This design comes from an exercise in tuning for small area, a short achievable clock period and few clock cycles on the open sky130 flow, not from production work. The RTL was checked by simulation tests, not by an equivalence proof against the original design. No activity file was given, so power comes from the tool's default toggle rates.

==> flow/design.v (outline; a module is shown in full before it is edited, if it fits) <==
// module rnn_cell_engine: 970 lines
module rnn_cell_engine #(
    parameter int HID  = 64,
    parameter int XW   = 32,
    parameter int DW   = 20,
    parameter int FRAC = 16,
    parameter int ACC  = 44,
    parameter int AW   = 17
) (
    input  logic          clk,
    input  logic          reset,
    input  logic          ready,
    input  logic          act_mode,
    input  logic [XW-1:0] idata,
    input  logic [DW-1:0] mdata_r,
    output logic          busy,
    output logic          done,
    output logic          i_en,
    output logic          mce,
    output logic [2:0]    msel,
    output logic [AW-1:0] maddr,
    output logic [DW-1:0] mdata_w
);
  // ...
==> flow/flow/run.sh <==
#!/bin/bash
# The standard ORFS layout, with two changes to how it is optimised (the design, the
# clock period and the constraints are unchanged):
#  - repair_timing aims for a setup slack of SETUP_SLACK_MARGIN ns instead of 0, so it keeps
#    improving the critical paths below the 14 ns period;
#  - the port buffers are buf_4 cells instead of the delay buffer buffer_ports picks.
# make's full output goes to make_finish.log; ORFS keeps each step's log under orfs/logs/.
set -euo pipefail
bash standard.sh SETUP_SLACK_MARGIN=10 "BUFFER_PORTS_ARGS=-buffer_cell sky130_fd_sc_hd__buf_4" finish > make_finish.log 2>&1
==> flow/standard.sh <==
#!/bin/bash
# synth_recipe.tcl (not shown) runs the flow's synth.tcl, then flattens the netlist and writes it again
# the make line also repeats each setting of config.mk as NAME=value (left out here)
make -C /OpenROAD-flow-scripts/flow DESIGN_CONFIG=/design/flow/config.mk WORK_HOME=/design/flow/orfs CLKGATE_MAP_FILE= SYNTH_SCRIPT=/design/flow/synth_recipe.tcl "${@:-finish}"
==> flow/config.mk <==
export PLATFORM = sky130hd
export DESIGN_NAME = rnn_cell_engine
export DESIGN_NICKNAME = rnn_cell_engine
export VERILOG_FILES = /design/flow/design.v
export SDC_FILE = /design/flow/constraint.sdc
export NUM_CORES = 4
export LEC_CHECK = 0
export CAP_MARGIN = 20
export CORE_MARGIN = 2
export CORE_UTILIZATION = 40
export SLEW_MARGIN = 20
==> flow/constraint.sdc <==
create_clock -name core_clock -period 14.0 [get_ports {clk}]
set_input_delay 2.8000 -clock core_clock [delete_from_list [all_inputs] [get_ports {clk}]]
set_output_delay 2.8000 -clock core_clock [all_outputs]
set_load 0.01 [all_outputs]
==> summary.txt, run 1 <==
Status
  • Status: finished clean

Global routing
  • Vias in the first global route: 35854
  • Met2 Usage GRT: 20.11%
  • GRT met1 Usage: roughly a fifth
  • Grt met3 use: between 2 and 3%

Setup path
  • Reg2reg path depth: 13
  • Critical Path Sink Type: output port
  • Startpoint type of the worst setup path: register
  • Critical Path Start: wdat_q[7]$_DFF_P_
  • CP bufs+invs: 1

STA
  • Final critical-path share of the clock period: roughly 29%
  • Worst slew margin: a little over a quarter
  • Worst clock skew: 53.23 ps
  • Min cycle time layout: just over 4000 ps
  • Fmax: ~240 MHz

CTS
  • Post-CTS Setup Inserts: 0
  • CTS Buffer Depth: 3
  • CTS tree: built
  • Root buf cell: clkbuf_16

Layout
  • Seq/total area: 64.09%
  • Area of the multi-input gates: around 17000 um^2
  • Multi-input combinational area share: about a fifth
  • Commonest non-fill, non-tap cells in the layout: 2460 x dfxtp_1, 480 x nand2_1, 316 x inv_1, 249 x o21ai_0, 243 x clkbuf_16

Route
  • DR WL/cell: roughly 15 um
  • Via count: approximately 36000
  • Final wirelength: about 130000 um
  • Post-route ant nets: 0

Logic synthesis
  • Seq/Total Area, Yosys: ~74%
  • Synth top area cells: dfxtp_1 68%, edfxtp_1 6.0%, fa_1 5.7%, nand2_1 2.4%, ha_1 2.2%
  • Area of the mapped netlist: between 70000 and 80000 um^2
  • Synth Instances: ~5400
  • Mux contribution to synthesized area: less than 1%
  • Synth Area in Simple Gates: 6.433%

Die
  • Die Y: 433.9 um
  • Row cnt: around 160
  • Initial core utilization: 40.33%

Placed design
  • RePlAce Congestion: ~0.86
  • Post-DP HPWL: 80790 um
  • Placement Setup Slack: just under 10000 ps

Power
  • Sequential cell power: 7880 uW
  • Combinational power: around 900 uW
  • Leak: about 0.035 uW
  • Switch Pwr: 3372 uW
Testbench counts, summed over its fixed seeds: cycles 993,632.
==> run 2: changes to the inputs <==
--- a/flow/design.v
+++ b/flow/design.v
@@ -274,16 +274,17 @@
     always_ff @(posedge clk) begin
         if (reset) begin
             st_q   <= ST_IDLE;
             busy_q <= 1'b0;
             done_q <= 1'b0;
             ien_q  <= 1'b0;
             mce_q  <= 1'b0;
             ph_q   <= '0;
+            par_q  <= 1'b0;
             wpend_q <= 1'b0;
             rp_q    <= 1'b0;
             tk1_close_q <= 1'b0;
             tk2_close_q <= 1'b0;
             close3_q    <= 1'b0;
             close4_q    <= 1'b0;
         end else begin
             wpend_q <= wpend_d;
@@ -293,28 +294,28 @@
             close3_q    <= tk2_close_q;
             close4_q    <= close3_q;
             st_q   <= st_d;
             busy_q <= busy_d;
             done_q <= done_d;
             ien_q  <= ien_d;
             mce_q  <= mce_d;
             ph_q   <= ph_q + 6'd1;
+            par_q  <= par_d;
         end
     end
     always_ff @(posedge clk) begin
         msel_q  <= msel_d;
         maddr_q <= maddr_d;
         mode_q  <= mode_d;
         tleft_q <= tleft_d;
         taddr_q <= taddr_d;
         t0_q    <= t0_d;
         hp_q    <= hp_d;
         more_q  <= more_d;
-        par_q   <= par_d;
         b_q     <= b_d;
         o_q     <= o_d;
         n_q     <= n_d;
         len_q   <= len_d;
         lm1_q   <= lm1_d;
         icur_q  <= icur_d;
         iprev_q <= iprev_d;
         bpend_q <= bpend_d;
==> flow/flow/run.sh (replaced) <==
#!/bin/bash
# The standard ORFS layout (bash standard.sh), with changes only to how it is optimised;
# the design, the 14 ns clock period and the I/O constraints are unchanged:
#  - repair_timing aims for a setup slack of SETUP_SLACK_MARGIN ns instead of 0, so it keeps
#    improving the critical paths below the 14 ns period;
#  - the port buffers are buf_4 cells instead of the delay buffer buffer_ports picks;
#  - clock tree synthesis clusters up to 30 sinks within 50 um per leaf buffer and inserts
#    no dummy loads.
# make's full output goes to make_finish.log; ORFS keeps each step's log under orfs/logs/.
set -euo pipefail
bash standard.sh SETUP_SLACK_MARGIN=10 CORE_UTILIZATION=55 PLACE_DENSITY=0.65 \
  "BUFFER_PORTS_ARGS=-buffer_cell sky130_fd_sc_hd__buf_4" \
  "CTS_ARGS=-sink_clustering_enable -repair_clock_nets -dont_use_dummy_load -sink_clustering_size 30 -sink_clustering_max_diameter 50" \
  finish > make_finish.log 2>&1
==> run 2 against run 1 <==
Effect of this change:
- routed wire length decreased by 1.7%
- highest routed layer is now met5
- critical endpoint is now mdata_w[1]
- flip-flop and latch count unchanged
- total power decreased by 16%
==> summary.txt, run 2 <==
Logic synthesis
  • Synth Area in Adders: 7.950%
  • Netlist cell types: 80
  • Post-synth EDFFs: ~150
  • Main combinational cell family by area after synthesis: adder cells
  • Synth Area in XOR/XNOR: under 10%
  • Commonest cells in the netlist: 2530 x dfxtp_1, 480 x nand2_1, 310 x inv_1, 271 x o21ai_0, 210 x fa_1
  • Seq/Total Area, Yosys: 74.88% (+0.41 points)
  • Area of the mapped netlist: 73500 um^2 (-0.56%)
  • Mux contribution to synthesized area: 0.9142% (+0.036 points)
  • Avg Inst Size Synth: ~14 um^2
  • Synthesized flop and latch total: 2676
  • Synth Area in Simple Gates: 6.283% (-0.15 points)
  • Ys async rst share: 0%
  • Net Count, Synth: 5734
  • Synth top area share: 68.91%
  • Cell taking the most area after synthesis: dfxtp_1
  • Yosys Warn Count: 1
  • Synth Area in Compound Gates: between 3 and 4%
  • Most frequent cell after synthesis: dfxtp_1
  • Most used flip-flop cell after synthesis: dfxtp_1
  • Synth top area cells: dfxtp_1 69%, edfxtp_1 6.0%, fa_1 5.7%, nand2_1 2.5%, ha_1 2.2%
  • Synth Instances: 5337 (-1.0%)

Global routing
  • GR peak layer: met2
  • Vias in the first global route: 35073 (-2.2%)
  • Pin count of the biggest net entering global routing: 59
  • Global-route wire length before repair: approximately 200000 um
  • Grt total ovfl: 0
  • GR Util All Layers: a little under a fifth
  • GRT met1 Usage: 26.73% (+7.0 points)
  • Grt met3 use: 3.339% (+0.48 points)
  • Met2 Usage GRT: 28.17% (+8.1 points)
  • Initial antenna violation count: 6

Setup path
  • Crit path depth: 1
  • CP Max Fanout: 1
  • CP bufs+invs: 1 (unchanged)
  • Worst path slowest cell: dfxtp_4
  • Worst-path cell chain: buf_6
  • Delay-heaviest family, CP: flip-flops
  • RR Startpoint: pop_q[2]$_DFFE_PP_
  • Reg2reg path depth: 19 (+6)
  • Worst R2R Setup Slack: around 9900 ps
  • CP arrival: 1300 ps
  • WS Path Type: reg2out
  • Critical Path RT: approximately 11000 ps
  • Largest stage delay, worst path: about 400 ps
  • Critical Path Sink Type: output port
  • Startpoint type of the worst setup path: register
  • Critical R2R Capture: lm1_q[6]$_DFFE_PP_

Layout
  • Commonest non-fill, non-tap cells in the layout: 2468 x dfxtp_1, 480 x nand2_1, 307 x inv_1, 270 x o21ai_0, 210 x fa_1
  • Ratio of cells with drive above 1 in the final layout: under 10%
  • Post-Layout Cell Count: 7272
  • Area growth, synth to finish: 10.13%
  • Final instance area: 80940 um^2
  • Most common cell after layout, fill and taps aside: dfxtp_1
  • Largest registers: ring_a x1152, ring_b x1152
  • Post-layout nets: between 5000 and 6000

Power
  • Power per cell area: about 160 nW/um^2
  • Internal power: 10150 uW
  • VDD IR-drop max: approximately 0.080 mV
  • Flop pwr share: between 60% and 70%
  • Leak: 0.03260 uW (-6.2%)
  • Clock Power Share: approximately 33%
  • Logic pwr share: under 10%
  • Switch share: 21.01%
  • Switch Pwr: 2699 uW (-20%)

STA
  • Max Slew Vio Count: 0
  • RSZ-0062 raised after global routing: true
  • Setup TNS: 0 ps
  • Worst clock skew: 92.87 ps (+39.64 ps)
  • Min cycle time layout: 4104 ps (-19.31 ps)
  • Final critical-path share of the clock period: 29.31% (-0.14 points)
  • Fin worst setup slack: roughly 10000 ps
  • Fmax: 243.7 MHz (+0.47%)
  • Setup-failing EPs final: 0
  • Fin. Hold Viols: 0
  • Worst slew margin: 34.30% (+7.8 points)
  • Actual slew at the worst max-slew pin: between 900 and 1000 ps

Min path
  • Worst hold path startpoint: ring_b[518]$_DFF_P_
  • Hold Crit Endpoint: ring_b[500]$_DFF_P_
  • Hold Crit Depth: 0
  • HP Class: reg2reg

CTS
  • CTS Buffer Depth: 3 (unchanged)
  • CTS tree: built
  • # clock sinks: approximately 2700
  • Worst-path clk slew: approximately 100 ps
  • Cts bufs inserted: 160
  • # H-tree levels: 4
  • Root buf cell: clkbuf_16
  • Worst skew pair latency: 780 ps

Placed design
  • Post-DP HPWL: 79560 um (-1.5%)
  • IO buf count: 99
  • Placement Setup Slack: 9519 ps (-261.2 ps)
  • RePlAce Congestion: 0.8628 (+0.70%)
  • Dpl cells: a little over 7000
  • Post-Place Cell Area: 76140 um^2

Route
  • DR pass1 iterations: 7
  • Via density: slightly below 5
  • Post-route ant nets: 0 (unchanged)
  • Initial DRC count: roughly 2000
  • DRC: 0
  • Final wirelength: 124600 um (-1.7%)
  • DR WL/cell: 17.14 um (+12%)
  • Via count: 34991 (-1.8%)

Die
  • Die Y: 369.6 um (-15%)
  • Initial core utilization: 55.21% (+15 points)
  • I/O pin count: 100
  • Die Wd: 369.6 um
  • Die area: 136600 um^2
  • Core area: 133100 um^2
  • Row cnt: 134 (-15%)

Flow run
  • Maxcap violations: 0

Status
  • Status: finished clean
-- run 2: changes by cell type after synthesis, sizes merged, moves of 8 or more --
| cell | delta |
|---|---|
| a21o | -15 |
| nand4 | -8 |
| nor2 | +14 |
| a221oi | +8 |
| buf | +10 |
| a22oi | -10 |
| clkbuf | -15 |
| inv | -10 |
-- run 2: power groups by stage --
stage | sequential, uW | combinational (uW) | clock (uW)
global placement | 8050 | 742 | 0
floorplan | 8000 | 580 | 0
CTS | 7870 | 779 | 4360
finish | 7870 | 765 | 4210
global route | 7880 | 886 | 4630
detailed placement | 8040 | 776 | 0
-- run 2: metrics by stage --
stage	utilization [%]	hold WS, ps	total power [uW]
floorplan	-	309.6	8585
global placement	57.19	309.8	8787
detailed placement	57.19	312.1	8821
CTS	60.53	249.7	13010
global route	60.80	246.7	13400
finish	60.80	254.8	12840
-- run 2: area by class of cell --
type	instances	area, um^2
repair buffers	181	1531
flip-flops and latches	2676	55170
diodes	2	5.005
multi-input cells	2174	16850
well taps	1768	2212
fillers	10240	52180
clock buffers	160	4004
inverters	311	1172
-- run 2: kinds of logic after synthesis --
family	Yosys count
AO/OA/AOI/OAI	473
XOR/XNOR	305
adder cells (fa/ha/maj)	341
buffers and inverters	487
flip-flops	2676
multiplexers	62
AND/OR/NAND/NOR	993
-- run 2: worst max path at each step --
stage                                  start                 end  slack [ps]
after floorplan           pop_q[1]$_DFFE_PP_  lm1_q[6]$_DFFE_PP_       10020
after global placement    pop_q[1]$_DFFE_PP_  lm1_q[6]$_DFFE_PP_        9670
after detailed placement  pop_q[1]$_DFFE_PP_  lm1_q[6]$_DFFE_PP_        9520
after CTS                 wdat_q[15]$_DFF_P_         mdata_w[15]        9830
after global routing      pop_q[2]$_DFFE_PP_  lm1_q[6]$_DFFE_PP_        9740
final                      wdat_q[1]$_DFF_P_          mdata_w[1]        9900
-- run 2: per-layer routing --
layer | wire [um] | up-vias
li1 | - | 17190
met5 | 34 | -
met1 | 60760 | 16763
met3 | 6078 | 251
met2 | 54230 | 785
met4 | 3540 | 2
-- run 2: worst reg2reg max path, stage by stage (launching register included) --
cell	delay, ps
edfxtp_1	500
ha_4	250
xor2_4	170
ha_4	300
a21boi_4	190
o21ai_2	90
a21o_1	170
a22oi_2	290
buf_4	170
a21oi_2	50
nor2_2	120
nor2_1	60
ha_2	200
a21oi_2	150
mux2_4	170
a311oi_2	50
a31oi_2	270
nand3_2	110
or4_1	540
o211ai_1	100
-- run 2: repair_timing --
| action | CTS | global route |
|---|---|---|
| setup buffers | 20 | 18 |
| resized for setup | 111 | 51 |
| pin swaps | 5 | 21 |
| hold buffers | 0 | 0 |
| endpoints found under the setup margin | 69 | 68 |
Testbench counts of run 2, summed over its fixed seeds: cycles 993,632.
==> run 3: changes to the inputs <==
--- a/flow/flow/run.sh
+++ b/flow/flow/run.sh
@@ -9,5 +9,5 @@
 # make's full output goes to make_finish.log; ORFS keeps each step's log under orfs/logs/.
 set -euo pipefail
-bash standard.sh SETUP_SLACK_MARGIN=10 CORE_UTILIZATION=55 PLACE_DENSITY=0.65 \
+bash standard.sh SETUP_SLACK_MARGIN=10 \
   "BUFFER_PORTS_ARGS=-buffer_cell sky130_fd_sc_hd__buf_4" \
   "CTS_ARGS=-sink_clustering_enable -repair_clock_nets -dont_use_dummy_load -sink_clustering_size 30 -sink_clustering_max_diameter 50" \
==> run 3 against run 2 <==
Effect of this change:
- still clean
- worst setup slack worse by 14 ps
- clock-buffer cell count up 7
- flip-flop and latch count unchanged
- largest cell class unchanged
- largest power group unchanged
==> summary.txt, run 3 <==
Setup path
  • Largest stage delay, worst path: 380 ps (-20 ps)
  • Worst-path cell chain: buf_6
  • WS Path Type: reg2out
  • Critical Path RT: 11200 ps (about the same)
  • RR Startpoint: pop_q[2]$_DFFE_PP_
  • Crit path depth: 1 (unchanged)
  • Crit path to: mdata_w[16]
  • Critical Path Sink Type: output port
  • CP arrival: 1320 ps (+20 ps)
  • Delay-heaviest family, CP: flip-flops
  • Worst path slowest cell: dfxtp_4
  • Reg2reg path depth: 19 (unchanged)
  • CP bufs+invs: 1 (unchanged)
  • CP Max Fanout: 1 (unchanged)
  • Worst R2R Setup Slack: 9920 ps (about the same)
  • Critical Path Start: wdat_q[16]$_DFF_P_
  • Startpoint type of the worst setup path: register
  • Critical R2R Capture: lm1_q[6]$_DFFE_PP_

Logic synthesis
  • Synth top area cells: dfxtp_1 69%, edfxtp_1 6.0%, fa_1 5.7%, nand2_1 2.5%, ha_1 2.2%
  • Netlist cell types: 80 (unchanged)
  • Commonest cells in the netlist: 2530 x dfxtp_1, 480 x nand2_1, 310 x inv_1, 271 x o21ai_0, 210 x fa_1
  • Synth Instances: 5337 (unchanged)
  • Net Count, Synth: 5734 (unchanged)
  • Post-synth EDFFs: 146 (unchanged)
  • Avg Inst Size Synth: 13.77 um^2 (unchanged)
  • Ys async rst share: 0% (unchanged)
  • Yosys Warn Count: 1 (unchanged)
  • Cell taking the most area after synthesis: dfxtp_1
  • Most frequent cell after synthesis: dfxtp_1
  • Synth top area share: 68.91% (unchanged)
  • Most used flip-flop cell after synthesis: dfxtp_1
  • Seq/Total Area, Yosys: 74.88% (unchanged)
  • Synthesized flop and latch total: 2676 (unchanged)
  • Area of the mapped netlist: 73500 um^2 (unchanged)

Placed design
  • RePlAce Congestion: 0.8273 (-4.1%)
  • IO buf count: 99 (unchanged)
  • Post-Place Cell Area: 76970 um^2 (+1.1%)
  • Dpl cells: 7762 (+9.8%)
  • Post-DP HPWL: 82200 um (+3.3%)

STA
  • Worst clock skew: 109.5 ps (+16.65 ps)
  • Final critical-path share of the clock period: 29.41% (+0.099 points)
  • Min cycle time layout: 4118 ps (+13.92 ps)
  • Fmax: 242.9 MHz (-0.34%)
  • Worst slew margin: 35.99% (+1.7 points)
  • Setup-failing EPs final: 0 (unchanged)
  • Actual slew at the worst max-slew pin: 960.2 ps (-25.26 ps)
  • Setup TNS: 0 ps (unchanged)
  • RSZ-0062 raised after global routing: true
  • Max Slew Vio Count: 0 (unchanged)
  • Fin. Hold Viols: 0 (unchanged)
  • Hold WS: 263.8 ps (+8.964 ps)

CTS
  • # H-tree levels: 4 (unchanged)
  • Worst-path clk slew: 90 ps (about the same)
  • Hold bufs inserted after CTS: 0 (unchanged)
  • CTS tree: built
  • Cts bufs inserted: 167 (+4.4%)
  • CTS Buffer Depth: 3 (unchanged)
  • # clock sinks: 2676 (unchanged)
  • Worst skew pair latency: 800 ps (+20 ps)
  • Root buf cell: clkbuf_16

Route
  • Post-route ant nets: 0 (unchanged)
  • DRC: 0 (unchanged)
  • Via density: 4.385 (-8.9%)
  • Initial DRC count: 1968 (-3.6%)
  • DR WL/cell: 15.88 um (-7.4%)
  • DR pass1 iterations: 6 (-1)
  • Final wirelength: 126400 um (+1.4%)
  • Via count: 34923 (-0.19%)

Layout
  • Largest registers: ring_a x1152, ring_b x1152
  • Area of the multi-input gates: 16850 um^2 (about the same)
  • Post-Layout Cell Count: 7964 (+9.5%)
  • Filler instances: 16324 (+59%)
  • Post-layout nets: 5898 (-0.051%)
  • Final instance area: 81910 um^2 (+1.2%)
  • Most common cell after layout, fill and taps aside: dfxtp_1
  • Area growth, synth to finish: 11.44%
  • Storage element area: 55170 um^2 (about the same)
  • Ratio of cells with drive above 1 in the final layout: 9.220% (+0.11 points)
  • Commonest non-fill, non-tap cells in the layout: 2461 x dfxtp_1, 480 x nand2_1, 306 x inv_1, 270 x o21ai_0, 209 x fa_1

Min path
  • HP Class: reg2reg

Die
  • Die area: 187200 um^2 (+37%)
  • Row cnt: 157 (+17%)
  • Core area: 182900 um^2 (+37%)
  • Die Wd: 432.7 um (+17%)
  • Die Y: 432.7 um (+17%)
  • I/O pin count: 100 (unchanged)
  • Initial core utilization: 40.19% (-15 points)

Power
  • VDD IR-drop max: 0.08911 mV (+11%)
  • Leak: 0.03263 uW (about the same)
  • Tot Pwr: 12940 uW (+0.78%)
  • Power per cell area: 158.0 nW/um^2 (-0.41%)

Global routing
  • Grt total ovfl: 0 (unchanged)
  • Initial antenna violation count: 2 (-4)
  • Vias in the first global route: 35224 (+0.43%)
  • Global-route wire length before repair: 200100 um (+2.1%)
  • Pin count of the biggest net entering global routing: 67 (+14%)
  • GR Util All Layers: 13.63% (-4.9 points)

Flow run
  • Maxcap violations: 0 (unchanged)

Status
  • Status: finished clean
==> run 3: cell counts after synthesis <==
No cell type changed its count.
==> run 3: worst min-delay path by stage <==
stage / startpoint / end / slack [ps] / depth (start not counted)
after floorplan: tk2_first_q$_DFF_P_ / first3_q$_DFF_P_ / 310 / 0
after global routing: ring_a[64]$_DFF_P_ / ring_a[46]$_DFF_P_ / 260 / 0
after global placement: ring_a[284]$_DFF_P_ / ring_a[266]$_DFF_P_ / 310 / 0
final: ring_a[64]$_DFF_P_ / ring_a[46]$_DFF_P_ / 260 / 0
after CTS: ring_a[64]$_DFF_P_ / ring_a[46]$_DFF_P_ / 260 / 0
after detailed placement: ring_a[1079]$_DFF_P_ / ring_a[1061]$_DFF_P_ / 310 / 0
==> run 3: report_power, final <==
part	internal [uW]	switching (uW)	leakage [uW]	total, uW
Combinational	334	406	0.00889	740
Sequential	7790	81.7	0.0217	7870
Clock	2100	2230	0.00206	4330
==> run 3: cell type report <==
type	count	area share (%)
Sequential cell	2676	67.36
Inverter	311	1.425
Multi-Input combinational cell	2174	20.57
Tap cell	2464	3.764
Antenna cell	1	0.003055
Timing Repair Buffer	171	1.778
Clock buffer	167	5.102
==> run 3: stage by stage <==
step	worst slack [ps]	utilization [%]
floorplan	10020	-
global placement	9679	42.08
detailed placement	9431	42.09
CTS	9776	44.62
global route	9769	44.79
finish	9882	44.79
==> run 3: cells by family (layout without fill, tap and decap cells) <==
group / Yosys count / in the layout / share of synthesized area [%]
muxes: 62 / 62 / 0.9142
other: 0 / 1 / 0
AOI/OAI and AO/OA: 473 / 473 / 3.813
DFF: 2676 / 2676 / 74.88
adders and majority gates: 341 / 341 / 7.950
and+or+nand+nor: 993 / 993 / 6.283
buffers and inverters: 487 / 649 / 2.528
xor gates and xnor gates: 305 / 305 / 3.635
==> run 3: timing repair <==
| action | in CTS | in global routing |
|---|---|---|
| resized for setup | 119 | 47 |
| buffers inserted | 21 | 13 |
| pin swaps | 5 | 20 |
| setup endpoints to repair | 76 | 73 |
==> run 3: metal layers <==
metal,routed length [um],share of wire (%),up-vias,track usage [%]
met2,56120,44,627,21.17
met5,0,0,-,0
met3,5554,4.4,194,2.599
met1,61760,49,16912,19.24
met4,3015,2.4,0,4.207
li1,-,-,17190,-
==> run 4: changes to the inputs <==
--- a/flow/flow/run.sh
+++ b/flow/flow/run.sh
@@ -11,4 +11,4 @@
 bash standard.sh SETUP_SLACK_MARGIN=10 \
   "BUFFER_PORTS_ARGS=-buffer_cell sky130_fd_sc_hd__buf_4" \
-  "CTS_ARGS=-sink_clustering_enable -repair_clock_nets -dont_use_dummy_load -sink_clustering_size 30 -sink_clustering_max_diameter 50" \
+  "CTS_ARGS=-sink_clustering_enable -repair_clock_nets -dont_use_dummy_load -sink_clustering_size 30 -sink_clustering_max_diameter 50 -balance_levels" \
   finish > make_finish.log 2>&1
==> run 4 against run 3 <==
Effect of this change:
- critical path type unchanged
- cell count stayed put
- fmax stayed put
- largest power group unchanged
- total power stayed put
- still clean
- cell area stayed put
- largest cell class unchanged
- worst hold slack stayed put
- utilization stayed put
==> summary.txt, run 4 <==
Status
  • Status: finished clean

Logic synthesis
  • Synthesized flop and latch total: 2676 (unchanged)
  • Seq/Total Area, Yosys: 74.88% (unchanged)
  • Netlist cell types: 80 (unchanged)
  • Cell taking the most area after synthesis: dfxtp_1
  • Synth Area in XOR/XNOR: 3.635% (unchanged)
  • Synth top area share: 68.91% (unchanged)
  • Synth Area in Simple Gates: 6.283% (unchanged)
  • Mux contribution to synthesized area: 0.9142% (unchanged)
  • Post-synth EDFFs: 146 (unchanged)
  • Main combinational cell family by area after synthesis: adder cells
  • Most used flip-flop cell after synthesis: dfxtp_1
  • Synth Instances: 5337 (unchanged)
  • Most frequent cell after synthesis: dfxtp_1
  • Yosys Warn Count: 1 (unchanged)
  • Ys async rst share: 0% (unchanged)
  • Synth Area in Adders: 7.950% (unchanged)
  • Net Count, Synth: 5734 (unchanged)
  • Commonest cells in the netlist: 2530 x dfxtp_1, 480 x nand2_1, 310 x inv_1, 271 x o21ai_0, 210 x fa_1
  • Synth Area in Compound Gates: 3.813% (unchanged)
  • Synth top area cells: dfxtp_1 69%, edfxtp_1 6.0%, fa_1 5.7%, nand2_1 2.5%, ha_1 2.2%
  • Area of the mapped netlist: 73500 um^2 (unchanged)
  • Avg Inst Size Synth: 13.77 um^2 (unchanged)

Global routing
  • GR Util All Layers: 13.63% (unchanged)
  • Initial antenna violation count: 2 (unchanged)
  • Pin count of the biggest net entering global routing: 67 (unchanged)
  • Grt total ovfl: 0 (unchanged)
  • Global-route wire length before repair: 200100 um (unchanged)
  • Vias in the first global route: 35224 (unchanged)

Setup path
  • Delay-heaviest family, CP: flip-flops
  • Crit path to: mdata_w[16]
  • CP bufs+invs: 1 (unchanged)
  • Reg2reg path depth: 19 (unchanged)
  • Critical Path Sink Type: output port
  • Worst-path cell chain: buf_6
  • Critical Path Start: wdat_q[16]$_DFF_P_
  • WS Path Type: reg2out
  • CP Max Fanout: 1 (unchanged)
  • Worst path slowest cell: dfxtp_4
  • Crit path depth: 1 (unchanged)
  • RR Startpoint: pop_q[2]$_DFFE_PP_
  • CP arrival: 1320 ps (about the same)
  • Worst R2R Setup Slack: 9920 ps (about the same)
  • Critical Path RT: 11200 ps (about the same)
  • Startpoint type of the worst setup path: register
  • Critical R2R Capture: lm1_q[6]$_DFFE_PP_
  • Largest stage delay, worst path: 380 ps (about the same)

STA
  • Fin. Hold Viols: 0 (unchanged)
  • Final critical-path share of the clock period: 29.41% (unchanged)
  • RSZ-0062 raised after global routing: true
  • Actual slew at the worst max-slew pin: 960.2 ps (unchanged)
  • Fmax: 242.9 MHz (unchanged)
  • Max Slew Vio Count: 0 (unchanged)
  • Min cycle time layout: 4118 ps (unchanged)
  • Setup TNS: 0 ps (unchanged)
  • Worst slew margin: 35.99% (unchanged)
  • Setup-failing EPs final: 0 (unchanged)
  • Worst clock skew: 109.5 ps (unchanged)

Route
  • Post-route ant nets: 0 (unchanged)
  • Final wirelength: 126400 um (unchanged)
  • Via count: 34923 (unchanged)
  • DRC: 0 (unchanged)
  • DR WL/cell: 15.88 um (unchanged)
  • Via density: 4.385 (unchanged)
  • DR pass1 iterations: 6 (unchanged)
  • Initial DRC count: 1968 (unchanged)

Layout
  • Largest registers: ring_a x1152, ring_b x1152
  • Utilization after layout: 44.79% (unchanged)
  • Ratio of cells with drive above 1 in the final layout: 9.220% (unchanged)
  • Area growth, synth to finish: 11.44% (unchanged)
  • Final instance area: 81910 um^2 (unchanged)
  • Post-layout nets: 5898 (unchanged)
  • Commonest non-fill, non-tap cells in the layout: 2461 x dfxtp_1, 480 x nand2_1, 306 x inv_1, 270 x o21ai_0, 209 x fa_1
  • Most common cell after layout, fill and taps aside: dfxtp_1

Die
  • Core area: 182900 um^2 (unchanged)
  • I/O pin count: 100 (unchanged)
  • Die Wd: 432.7 um (unchanged)
  • Die area: 187200 um^2 (unchanged)
  • Initial core utilization: 40.19% (unchanged)
  • Die Y: 432.7 um (unchanged)
  • Row cnt: 157 (unchanged)

Power
  • Flop pwr share: 60.8% (about the same)
  • Power per cell area: 158.0 nW/um^2 (unchanged)
  • Clock Power Share: 33.5% (about the same)
  • Switch share: 21.01% (unchanged)
  • Leak: 0.03263 uW (unchanged)
  • Switch Pwr: 2719 uW (unchanged)
  • VDD IR-drop max: 0.08911 mV (unchanged)
  • Internal power: 10230 uW (unchanged)
  • Logic pwr share: 5.7% (about the same)

CTS
  • Worst-path clk slew: 90 ps (about the same)
  • CTS tree: built
  • Root buf cell: clkbuf_16
  • Hold bufs inserted after CTS: 0 (unchanged)
  • # clock sinks: 2676 (unchanged)
  • CTS Buffer Depth: 3 (unchanged)
  • Worst skew pair latency: 800 ps (about the same)
  • # H-tree levels: 4 (unchanged)
  • Cts bufs inserted: 167 (unchanged)

Placed design
  • RePlAce Congestion: 0.8273 (unchanged)
  • Post-DP HPWL: 82200 um (unchanged)
  • IO buf count: 99 (unchanged)
  • Post-Place Cell Area: 76970 um^2 (unchanged)

Flow run
  • Maxcap violations: 0 (unchanged)

Min path
  • HP Class: reg2reg
-- run 4: what timing repair did --
item | CTS | global route
setup buffers | 21 | 13
endpoints found under the hold margin | 0 | 0
setup endpoints to repair | 76 | 73
resized for setup | 119 | 47
pin swaps | 5 | 20
-- run 4: routing by layer --
| metal | share of wire, % | up-vias | GRT usage [%] |
|---|---|---|---|
| met5 | 0 | - | 0 |
| met4 | 2.4 | 0 | 4.207 |
| met3 | 4.4 | 194 | 2.599 |
| met2 | 44 | 627 | 21.17 |
| met1 | 49 | 16912 | 19.24 |
| li1 | - | 17190 | - |
-- run 4: area by class of cell --
cell class / instances / area (um^2)
multi-input combinational: 2174 / 16850
tap: 2464 / 3083
inverter: 311 / 1167
fill: 16324 / 101000
timing repair buffer: 171 / 1456
antenna: 1 / 2.502
sequential: 2676 / 55170
clock buffer: 167 / 4179
-- run 4: how the worst min path moves through the flow --
stage | slack (ps) | cells after the start | end | startpoint
2_1_floorplan | 310 | 0 | first3_q$_DFF_P_ | tk2_first_q$_DFF_P_
3_3_place_gp | 310 | 0 | ring_a[266]$_DFF_P_ | ring_a[284]$_DFF_P_
3_5_place_dp | 310 | 0 | ring_a[1061]$_DFF_P_ | ring_a[1079]$_DFF_P_
4_1_cts | 260 | 0 | ring_a[46]$_DFF_P_ | ring_a[64]$_DFF_P_
5_1_grt | 260 | 0 | ring_a[46]$_DFF_P_ | ring_a[64]$_DFF_P_
6_report | 260 | 0 | ring_a[46]$_DFF_P_ | ring_a[64]$_DFF_P_
-- run 4: metrics by stage --
stage | power, uW | setup slack, ps | std cells | hold slack, ps
after floorplan | 8585 | 10020 | 5337 | 309.6
after detailed placement | 8797 | 9431 | 7762 | 312.1
after CTS | 13120 | 9776 | 7950 | 257.3
after global routing | 13510 | 9769 | 7963 | 262.4
final | 12940 | 9882 | 7964 | 263.8
after global placement | 8773 | 9679 | 7761 | 309.6
-- run 4: kinds of logic (layout without fill, tap and decap cells) --
family | Yosys count | in the layout
other | 0 | 1
muxes | 62 | 62
buffers and inverters | 487 | 649
xor gates and xnor gates | 305 | 305
and+or+nand+nor | 993 | 993
DFF | 2676 | 2676
AOI/OAI and AO/OA | 473 | 473
adders and majority gates | 341 | 341
-- run 4: power by group through the flow --
stage,Clock (uW),Combinational [uW],Sequential [uW]
after floorplan,0,580,8000
after global placement,0,726,8050
after detailed placement,0,750,8050
after CTS,4500,753,7870
after global routing,4760,860,7880
final,4330,740,7870

-- afterwards: timing with drivers on the ports --
The results above use ideal ports. As a check the final layouts listed here were re-extracted and re-timed, cells and wires unchanged. Step 1, drivers: a clkbuf_16 drives clk and a buf_2 each remaining input, both assumed. Step 2 adds t to the input delays and takes it off the output delays; t is the mean of the earliest and latest rising clock arrival at the registers after step 1. Input paths then give back, and output paths get back, about the clock's delay inside the block. a / b / c = ideal / step 1 / step 2; a / b = the first two.
run	t (ns)	setup WS [ns]	worst slew at a driven data input, ns	pins driven straight from the clock port
run 1	0.893	9.877 / 9.797 / 10.176	0.06	1
run 2	0.828	9.896 / 9.817 / 9.935	0.07	1
run 3	0.836	9.882 / 9.799 / 9.922	0.06	1
run 4	0.836	9.882 / 9.799 / 9.922	0.06	1
After both steps every run listed still meets setup and hold.
